What follows belongs to an exercise in optimizing a design on an open flow for small area, a short achievable clock period and few clock cycles per item; a production flow would make more cautious choices. RTL that was checked went through simulation tests only; none was proved equivalent to the original. Power figures rest on the tool's default switching activity, not on a simulated workload.

== build 89 ==
## averaged_current_sense
module averaged_current_sense (
  input  wire logic                            clk,
  input  wire logic                            rst,
  input  wire logic                            s_valid,
  output logic                                 s_ready,
  input  wire logic [acs_pkg::CH_W-1:0]        s_channel,
  input  wire logic                            s_kind,
  input  wire logic [acs_pkg::SAMPLE_BITS-1:0] s_sample,
  output logic                                 r_valid,
  input  wire logic                            r_ready,
  output logic [acs_pkg::CH_W-1:0]             r_channel,
  output logic                                 r_kind,
  output logic [acs_pkg::SAMPLE_BITS-1:0]      r_average,
  output logic [acs_pkg::MA_W-1:0]             r_current_ma,
  input  wire logic                            cfg_we,
  input  wire logic [acs_pkg::CFG_IDX_W-1:0]   cfg_index,
  input  wire logic [acs_pkg::CFG_W-1:0]       cfg_data
);
export LEC_CHECK = 0
export ABC_AREA = 1
export ABC_CLOCK_PERIOD_IN_PS = 3500
export CAP_MARGIN = 20
export CORE_MARGIN = 2
export CORE_UTILIZATION = 40
export CTS_BUF_LIST = sky130_fd_sc_hd__clkbuf_4 sky130_fd_sc_hd__clkbuf_8
export CTS_CLUSTER_DIAMETER = 100
export CTS_CLUSTER_SIZE = 12
export PLACE_DENSITY = 0.5
export SETUP_SLACK_MARGIN = 5.0
export SLEW_MARGIN = 20
create_clock -name core_clock -period 8.5 [get_ports {clk}]
standard.sh (not shown) runs the stock make flow with config.mk's settings and CLKGATE_MAP_FILE= SYNTH_SCRIPT=/design/flow/synth_recipe.tcl, a recipe that flattens the netlist after the stock synthesis.
==> flow/flow/run.sh <==
#!/bin/bash
# The standard layout, with buf_2 port buffers, resizing not held to a cell's
# footprint, and timing repair aiming at 5.2 ns of setup slack.
bash standard.sh MATCH_CELL_FOOTPRINT=0 "BUFFER_PORTS_ARGS=-buffer_cell sky130_fd_sc_hd__buf_2" SETUP_SLACK_MARGIN=5.2 finish > standard.log 2>&1
Having completed the whole flow, build 89 delivered a layout that passed the timing, DRC and antenna checks.
Testbench counts of build 89, summed over its fixed seeds: cycles 16,657, items 4,813.
diff inputs: build 89 => build 4
- PLACE_DENSITY no longer set, was 0.5
==> flow/flow/run.sh <==
#!/bin/bash
# The standard layout, with buf_2 port buffers, resizing not held to a cell's
# footprint, and timing repair aiming at 5.35 ns of setup slack.
bash standard.sh MATCH_CELL_FOOTPRINT=0 "BUFFER_PORTS_ARGS=-buffer_cell sky130_fd_sc_hd__buf_2" SETUP_SLACK_MARGIN=5.35 finish > standard.log 2>&1
Notes after the runs:
Build 4 closes out successfully: all stages finished, all timing, DRC and antenna checks passed. Build 89 went all the way through the flow, and no timing, DRC or antenna check failed. Build 4 against build 89; leakage power is up by a few percent. For sequential-cell power consumption, build 89 and build 4 come out practically identical. Cts-stage hold buffer count came out exactly the same in build 89 and build 4. Going from build 89 to build 4, critical path depth picked up an extra 4, total routed wire length on the met1 layer lost about 11%, average detailed-routed wire length per instance lost 9.3%.
Input-level comparison between build 24 and build 4:
- a change of CTS_CLUSTER_SIZE from 12 to 15
==> flow/flow/run.sh <==
#!/bin/bash
# The standard layout, with buf_2 port buffers and resizing not held to a cell's footprint.
bash standard.sh MATCH_CELL_FOOTPRINT=0 "BUFFER_PORTS_ARGS=-buffer_cell sky130_fd_sc_hd__buf_2" finish > standard.log 2>&1
==> comparison <==
Build 24 has depth of the critical timing path with buffers and inverters included below what build 4 had.
In build 24, the relative slew slack came out 6.8 points below the value in build 4.
Delta (build 24 minus build 4): number of max-cap violations comparable; core utilization now smaller.
Relative to build 4, shortest period the worst path allows increased by 0.14 ns in build 24.
Max area growth from synthesis to layout across build 24 and build 4: build 4
Number of clock buffer instances in the layout in build 24 vs build 4: down 14
Global-route wire length before repair, build 24 and build 4, higher one = build 4.
Going from build 4 to build 24, post-place instance area shrank slightly.
[inputs] build 67 vs build 24
- CTS_CLUSTER_SIZE changed from 15 to 12
- PLACE_DENSITY newly set to 0.7
==> flow/flow/run.sh <==
#!/bin/bash
# The standard layout, with buf_2 port buffers, resizing not held to a cell's
# footprint, and timing repair aiming at 5.2 ns of setup slack.
bash standard.sh MATCH_CELL_FOOTPRINT=0 "BUFFER_PORTS_ARGS=-buffer_cell sky130_fd_sc_hd__buf_2" SETUP_SLACK_MARGIN=5.2 finish > standard.log 2>&1
==> comparison <==
- Via count of the first global-routing pass, build 67 vs build 24: up slightly
- Relative to build 24, the final net count measured on build 67 has increased slightly.
- On clock insertion delay at the later pin of the skew report, build 24 and build 67 are basically level.
- Summary of build 67 over build 24: slew at the pin closest to its max-slew limit now larger, post-synthesis instance total has remained practically unchanged, first-iteration detailed-routing DRC count increased 380, switching share of power shows a reduction of 0.46 points, cell count shows an increase of 58.
- Diff build 24 -> build 67 | leakage component of the power | increase of 2.5%
- Build 24 -> build 67: count of plain and timing-repair buffers in the layout increased by more than a quarter
## Diff of input files: build 40 against build 67
- CTS_CLUSTER_SIZE changed from 12 to 30
- CTS_CLUSTER_DIAMETER removed (was 100)
- PLACE_DENSITY removed (was 0.7)
==> flow/flow/run.sh <==
#!/bin/bash
# The standard layout, with buf_2 port buffers and resizing not held to a cell's footprint.
bash standard.sh MATCH_CELL_FOOTPRINT=0 "BUFFER_PORTS_ARGS=-buffer_cell sky130_fd_sc_hd__buf_2" finish > standard.log 2>&1
Results
- In build 40, the largest net degree at the start of global routing came out 99 above the value in build 67.
- Build 40 vs. build 67: overall fraction of global-route tracks in use moved up; area added between synthesis and finish moved down; setup fix buffers added after clock tree synthesis moved down; hold slack moved down.

* * *

averaged_current_sense, a different RTL version from the one above (not shown whole).
Size: ~430 flip-flops, about 75 I/O pins, ~0.023 mm^2 of cells after synthesis.
export LEC_CHECK = 0
export ABC_CLOCK_PERIOD_IN_PS = 3500
export CAP_MARGIN = 20
export CORE_MARGIN = 2
export CORE_UTILIZATION = 60
export CTS_BUF_LIST = sky130_fd_sc_hd__clkbuf_4 sky130_fd_sc_hd__clkbuf_8
export PLACE_DENSITY = 0.7
export SETUP_SLACK_MARGIN = 4.7
export SLEW_MARGIN = 20
create_clock -name core_clock -period 8.5 [get_ports {clk}]
==> flow/flow/run.sh <==
#!/bin/bash
# The standard layout, with buf_2 port buffers and resizing not held to a cell's footprint.
bash standard.sh MATCH_CELL_FOOTPRINT=0 "BUFFER_PORTS_ARGS=-buffer_cell sky130_fd_sc_hd__buf_2" finish > standard.log 2>&1
The baseline passed the timing, DRC and antenna checks.
Edit:
ABC_CLOCK_PERIOD_IN_PS = 3200   (was 3500)
CORE_UTILIZATION = 40   (was 60)
CTS_BUF_LIST = not set   (was sky130_fd_sc_hd__clkbuf_4 sky130_fd_sc_hd__clkbuf_8)
PLACE_DENSITY = not set   (was 0.7)
SETUP_SLACK_MARGIN = 5.0   (was 4.7)
Cell count grows by about 10%.
Synthesized cell count is unchanged.
Die area increases by 49%.
Global-route usage decreases by 7.5 points.
Sequential power hardly moves.
Sequential cell count stays the same.
No functional check of the RTL was part of any run of this note.

==> afterwards: timing with drivers on the ports <==
The flow's constraints put no driver on any port. The routed layouts listed below were extracted and timed again, unchanged, in two steps.
Step 1 (the two cells are an assumption about what drives the block):
set clk [get_ports {clk}]
set_driving_cell -lib_cell sky130_fd_sc_hd__clkbuf_16 $clk
set_driving_cell -lib_cell sky130_fd_sc_hd__buf_2 [delete_from_list [all_inputs] $clk]
Step 2 also shifts input and output timing later by t, the mid clock arrival at the registers, as if the neighbouring blocks saw the same clock.
Slacks: no drivers / after step 1 / after step 2; pairs: no drivers / after step 1.
run	t, ns	slack for setup (ns)	latest minus earliest clock arrival (ns)	worst register clock-pin slew, ns
build 89	0.719	5.231 / 5.231 / 4.688	0.048 / 0.048	0.10 / 0.10
build 4	0.738	5.240 / 5.240 / 4.750	0.056 / 0.057	0.10 / 0.10
build 24	0.715	5.100 / 5.100 / 4.433	0.061 / 0.061	0.11 / 0.11
build 67	0.707	5.127 / 5.127 / 4.649	0.044 / 0.044	0.09 / 0.09
build 40	0.753	5.098 / 5.098 / 4.404	0.040 / 0.040	0.06 / 0.06
the first run of note 2	0.658	4.691 / 4.691 / 4.240	0.045 / 0.044	0.07 / 0.07
the second run of note 2	0.603	4.769 / 4.769 / 4.410	0.018 / 0.017	0.06 / 0.06
After both steps setup and hold are still met in every run listed. For build 40, which loses most, drivers alone change the setup slack by 0.000 ns; drivers and shift together by -0.694 ns.
